Context: an optimization exercise on an open-source flow, tuned for small area and a short achievable clock period. The choices shown serve that exercise and are no tape-out recipe.
Where RTL was checked, it was by simulation tests only, not by an equivalence proof against the original.

== run A ==
==> flow/design.v <==
`timescale 1ns/1ps
module rename_top (
    input  logic      clk,
    input  logic      rst,
    input  logic      rename_valid,
    input  logic [$clog2(32)-1:0] rs1_arch,
    input  logic [$clog2(32)-1:0] rs2_arch,
    input  logic [$clog2(32)-1:0] rd_arch,
    input  logic      complete_valid,
    input  logic [$clog2(16)-1:0]   complete_rob_id,
    input  logic      complete_mispredict,
    output logic      rename_ready,
    output logic [$clog2(64)-1:0]  rs1_phy,
    output logic [$clog2(64)-1:0]  rs2_phy,
    output logic [$clog2(64)-1:0]  rd_phy,
    output logic [$clog2(16)-1:0]   rob_id,
    output logic      retire_valid,
    output logic [$clog2(32)-1:0] retire_rd_arch,
    output logic [$clog2(64)-1:0]  retire_rd_phy,
    output logic      flush
);
    wire [$clog2(64)-1:0] fmap_q [32];
    wire [$clog2(64)-1:0] bmap_q [32];
    wire [64-1:0] free_q;
    wire [64-1:0] held_q;
    logic [64-1:0] free_d;
    logic [$clog2(64)-1:0] alloc_q;
    logic avail_q;
    logic ready_q;
    logic [$clog2(16):0] head_q;
    logic [$clog2(16):0] tail_q;
    logic [$clog2(32)-1:0] ent_rd_arch [16];
    logic [$clog2(64)-1:0]  ent_new_phy [16];
    logic [16-1:0] ent_done;
    logic [16-1:0] ent_misp;
    logic retire_misp;
    logic [$clog2(64)-1:0] release_phy;
    assign fmap_q[0] = '0;
    assign bmap_q[0] = '0;
    assign free_q[0] = 1'b0;
    assign held_q[0] = 1'b1;
    assign free_d[0] = 1'b0;
    logic [$clog2(64)-1:0] rs1_lo, rs1_hi, rs2_lo, rs2_hi;
    assign rs1_lo = fmap_q[{1'b0, rs1_arch[3:0]}];
    assign rs1_hi = fmap_q[{1'b1, rs1_arch[3:0]}];
    assign rs2_lo = fmap_q[{1'b0, rs2_arch[3:0]}];
    assign rs2_hi = fmap_q[{1'b1, rs2_arch[3:0]}];
    assign rs1_phy = rs1_arch[4] ? rs1_hi : rs1_lo;
    assign rs2_phy = rs2_arch[4] ? rs2_hi : rs2_lo;
    logic [$clog2(64)-1:0] alloc_d;
    logic [7:0] grp_any;
    logic [2:0] grp_idx [8];
    always_comb begin
        for (int g = 0; g < 8; g++) begin
            grp_any[g] = |free_d[g*8 +: 8];
            grp_idx[g] = '0;
            for (int j = 7; j >= 0; j--) begin
                if (free_d[g*8 + j]) grp_idx[g] = j[2:0];
            end
        end
        alloc_d = '0;
        for (int g = 7; g >= 0; g--) begin
            if (grp_any[g]) alloc_d = {g[2:0], grp_idx[g]};
        end
    end
    logic [64-1:0] lower_free;
    always_comb begin
        lower_free[0] = 1'b0;
        for (int i = 1; i < 64; i++) begin
            lower_free[i] = lower_free[i-1] | free_q[i-1];
        end
    end
    logic recovering, rename_fire, alloc_fire, pop;
    logic rd_nz;
    logic [$clog2(16)-1:0] head_slot, tail_slot;
    logic [$clog2(16):0] head_d, tail_d;
    logic full_d, retire_valid_d, retire_misp_d, flush_d;
    assign head_slot = head_q[$clog2(16)-1:0];
    assign tail_slot = tail_q[$clog2(16)-1:0];
    assign recovering = (retire_valid && retire_misp) || flush;
    assign rd_nz = (rd_arch != '0);
    assign rename_ready = ready_q && (avail_q || !rd_nz);
    assign rename_fire  = rename_valid && rename_ready;
    assign alloc_fire   = rename_valid && ready_q && avail_q && rd_nz;
    assign rd_phy = alloc_fire ? alloc_q : '0;
    assign rob_id = tail_slot;
    assign pop = (head_q != tail_q) && ent_done[head_slot] && !recovering;
    assign retire_valid_d = pop;
    assign retire_misp_d = pop && ent_misp[head_slot];
    assign flush_d = retire_valid && retire_misp;
    always_comb begin
        head_d = head_q;
        tail_d = tail_q;
        if (flush) begin
            head_d = tail_q;
        end else begin
            if (pop) head_d = head_q + 1'b1;
            if (rename_fire) tail_d = tail_q + 1'b1;
        end
    end
    assign full_d = (head_d[$clog2(16)-1:0] == tail_d[$clog2(16)-1:0]) &&
                    (head_d[$clog2(16)] != tail_d[$clog2(16)]);
    logic release_valid;
    assign release_valid = retire_valid && (retire_rd_arch != '0);
    for (genvar i = 1; i < 32; i++) begin : g_map
        logic [$clog2(64)-1:0] f_q, b_q;
        assign fmap_q[i] = f_q;
        assign bmap_q[i] = b_q;
        always_ff @(posedge clk or posedge rst) begin
            if (rst) begin
                f_q <= i[$clog2(64)-1:0];
            end else if (flush) begin
                f_q <= b_q;
            end else if (alloc_fire && (rd_arch == i[$clog2(32)-1:0])) begin
                f_q <= alloc_q;
            end
        end
        always_ff @(posedge clk or posedge rst) begin
            if (rst) begin
                b_q <= i[$clog2(64)-1:0];
            end else if (release_valid && (retire_rd_arch == i[$clog2(32)-1:0])) begin
                b_q <= retire_rd_phy;
            end
        end
    end
    for (genvar i = 1; i < 64; i++) begin : g_phy
        logic rel_hit, new_hit, fr_q, hd_q;
        assign free_q[i] = fr_q;
        assign held_q[i] = hd_q;
        assign rel_hit = release_valid && (release_phy == i[$clog2(64)-1:0]);
        assign new_hit = release_valid && (retire_rd_phy == i[$clog2(64)-1:0]);
        assign free_d[i] = flush ? !hd_q
                                 : ((fr_q && (!alloc_fire || lower_free[i])) || rel_hit);
        always_ff @(posedge clk or posedge rst) begin
            if (rst) begin
                fr_q <= (i >= 32);
                hd_q <= (i < 32);
            end else begin
                fr_q <= free_d[i];
                hd_q <= (hd_q && !rel_hit) || new_hit;
            end
        end
    end
    always_ff @(posedge clk or posedge rst) begin
        if (rst) begin
            head_q <= '0;
            tail_q <= '0;
            retire_valid <= 1'b0;
            retire_misp <= 1'b0;
            flush <= 1'b0;
            ready_q <= 1'b1;
            alloc_q <= 32;
            avail_q <= 1'b1;
        end else begin
            head_q <= head_d;
            tail_q <= tail_d;
            retire_valid <= retire_valid_d;
            retire_misp <= retire_misp_d;
            flush <= flush_d;
            ready_q <= !full_d && !(retire_valid_d && retire_misp_d) && !flush_d;
            alloc_q <= alloc_d;
            avail_q <= |free_d;
        end
    end
    always_ff @(posedge clk) begin
        if (complete_valid && !recovering) begin
            ent_done[complete_rob_id] <= 1'b1;
            ent_misp[complete_rob_id] <= complete_mispredict;
        end
        if (rename_fire) begin
            ent_done[tail_slot] <= 1'b0;
        end
    end
    always_ff @(posedge clk) begin
        if (rename_fire) begin
            ent_rd_arch[tail_slot] <= rd_arch;
            ent_new_phy[tail_slot] <= rd_phy;
        end
    end
    logic [$clog2(32)-1:0] head_arch;
    assign head_arch = ent_rd_arch[head_slot];
    always_ff @(posedge clk) begin
        retire_rd_arch <= head_arch;
        retire_rd_phy <= ent_new_phy[head_slot];
        if (release_valid && (retire_rd_arch == head_arch)) begin
            release_phy <= retire_rd_phy;
        end else begin
            release_phy <= bmap_q[head_arch];
        end
    end
endmodule
make LEC_CHECK=0 CAP_MARGIN=20 CELL_PAD_IN_SITES_DETAIL_PLACEMENT=1 CELL_PAD_IN_SITES_GLOBAL_PLACEMENT=2 CORE_MARGIN=2 CORE_UTILIZATION=25 CTS_BUF_LIST=sky130_fd_sc_hd__clkbuf_16 CTS_CLUSTER_DIAMETER=100 CTS_CLUSTER_SIZE=20 PLACE_DENSITY=0.85 SETUP_SLACK_MARGIN=1.8 SLEW_MARGIN=20 finish   # period 6.0 ns
run.sh (not shown) runs the stock make flow with config.mk's settings and CLKGATE_MAP_FILE= SYNTH_SCRIPT=/design/flow/synth_recipe.tcl, a recipe that flattens the netlist after the stock synthesis.
Looking at the reports, run A completed the entire flow and the layout it produced met the timing, DRC and antenna checks.
Setup changes, run A to run B
--- a/flow/design.v
+++ b/flow/design.v
@@ -37,19 +37,14 @@
     logic [$clog2(64)-1:0] release_phy;
     assign fmap_q[0] = '0;
     assign bmap_q[0] = '0;
     assign free_q[0] = 1'b0;
     assign held_q[0] = 1'b1;
     assign free_d[0] = 1'b0;
-    logic [$clog2(64)-1:0] rs1_lo, rs1_hi, rs2_lo, rs2_hi;
-    assign rs1_lo = fmap_q[{1'b0, rs1_arch[3:0]}];
-    assign rs1_hi = fmap_q[{1'b1, rs1_arch[3:0]}];
-    assign rs2_lo = fmap_q[{1'b0, rs2_arch[3:0]}];
-    assign rs2_hi = fmap_q[{1'b1, rs2_arch[3:0]}];
-    assign rs1_phy = rs1_arch[4] ? rs1_hi : rs1_lo;
-    assign rs2_phy = rs2_arch[4] ? rs2_hi : rs2_lo;
+    assign rs1_phy = fmap_q[rs1_arch];
+    assign rs2_phy = fmap_q[rs2_arch];
     logic [$clog2(64)-1:0] alloc_d;
     logic [7:0] grp_any;
     logic [2:0] grp_idx [8];
     always_comb begin
         for (int g = 0; g < 8; g++) begin
             grp_any[g] = |free_d[g*8 +: 8];
--- outcome ---
- In the flow results for run B and run A, the fraction of standard cell area that is sequential is larger on run B.
- Run B -> run A: number of max-slew violations in the final report delta 0, exact match
- The wire length per cell in run B sits 11% above the value recorded for run A.
- Run A -> run B: final design instance area without fill decreased slightly
- Routed wire length: run B worse than run A
- Run B ended up with a lower number of global-route vias before repair than run A did.
- Diff run A..run B | share of the clock period used by the worst path after layout | negligible
- Run B completed; timing, DRC and antenna clean
- In run B, the via count came out 288 below the value in run A.
Only the layout flow was run in run A; the RTL was not checked for function there.

-- separate check: timing with driven ports --
No port has a modelled driver above. Below, the same layouts with a new extraction and two added sets of constraints. Step 1: set_driving_cell puts a clkbuf_16 on clk and a buf_2 on each other input, an assumption about the parent block. Step 2, shift: input delay + t, output delay - t, t = (earliest + latest rising clock arrival at the registers) / 2. This alone moves slack from input paths to output paths. Three values: ideal ports, drivers, drivers and shift; two values: the first two.
run	t (ns)	slack for setup (ns)	worst setup path at the end	worst register clock-pin slew, ns	cell pins on the clock port's net
run A	0.722	1.798 / 1.745 / 1.053	input to register	0.10 / 0.10	1
run B	0.708	1.807 / 1.746 / 1.266	input to register	0.10 / 0.10	1
After both steps setup and hold are still met in every run listed. For run A, which loses most, drivers alone change the setup slack by -0.053 ns; drivers and shift together by -0.745 ns.
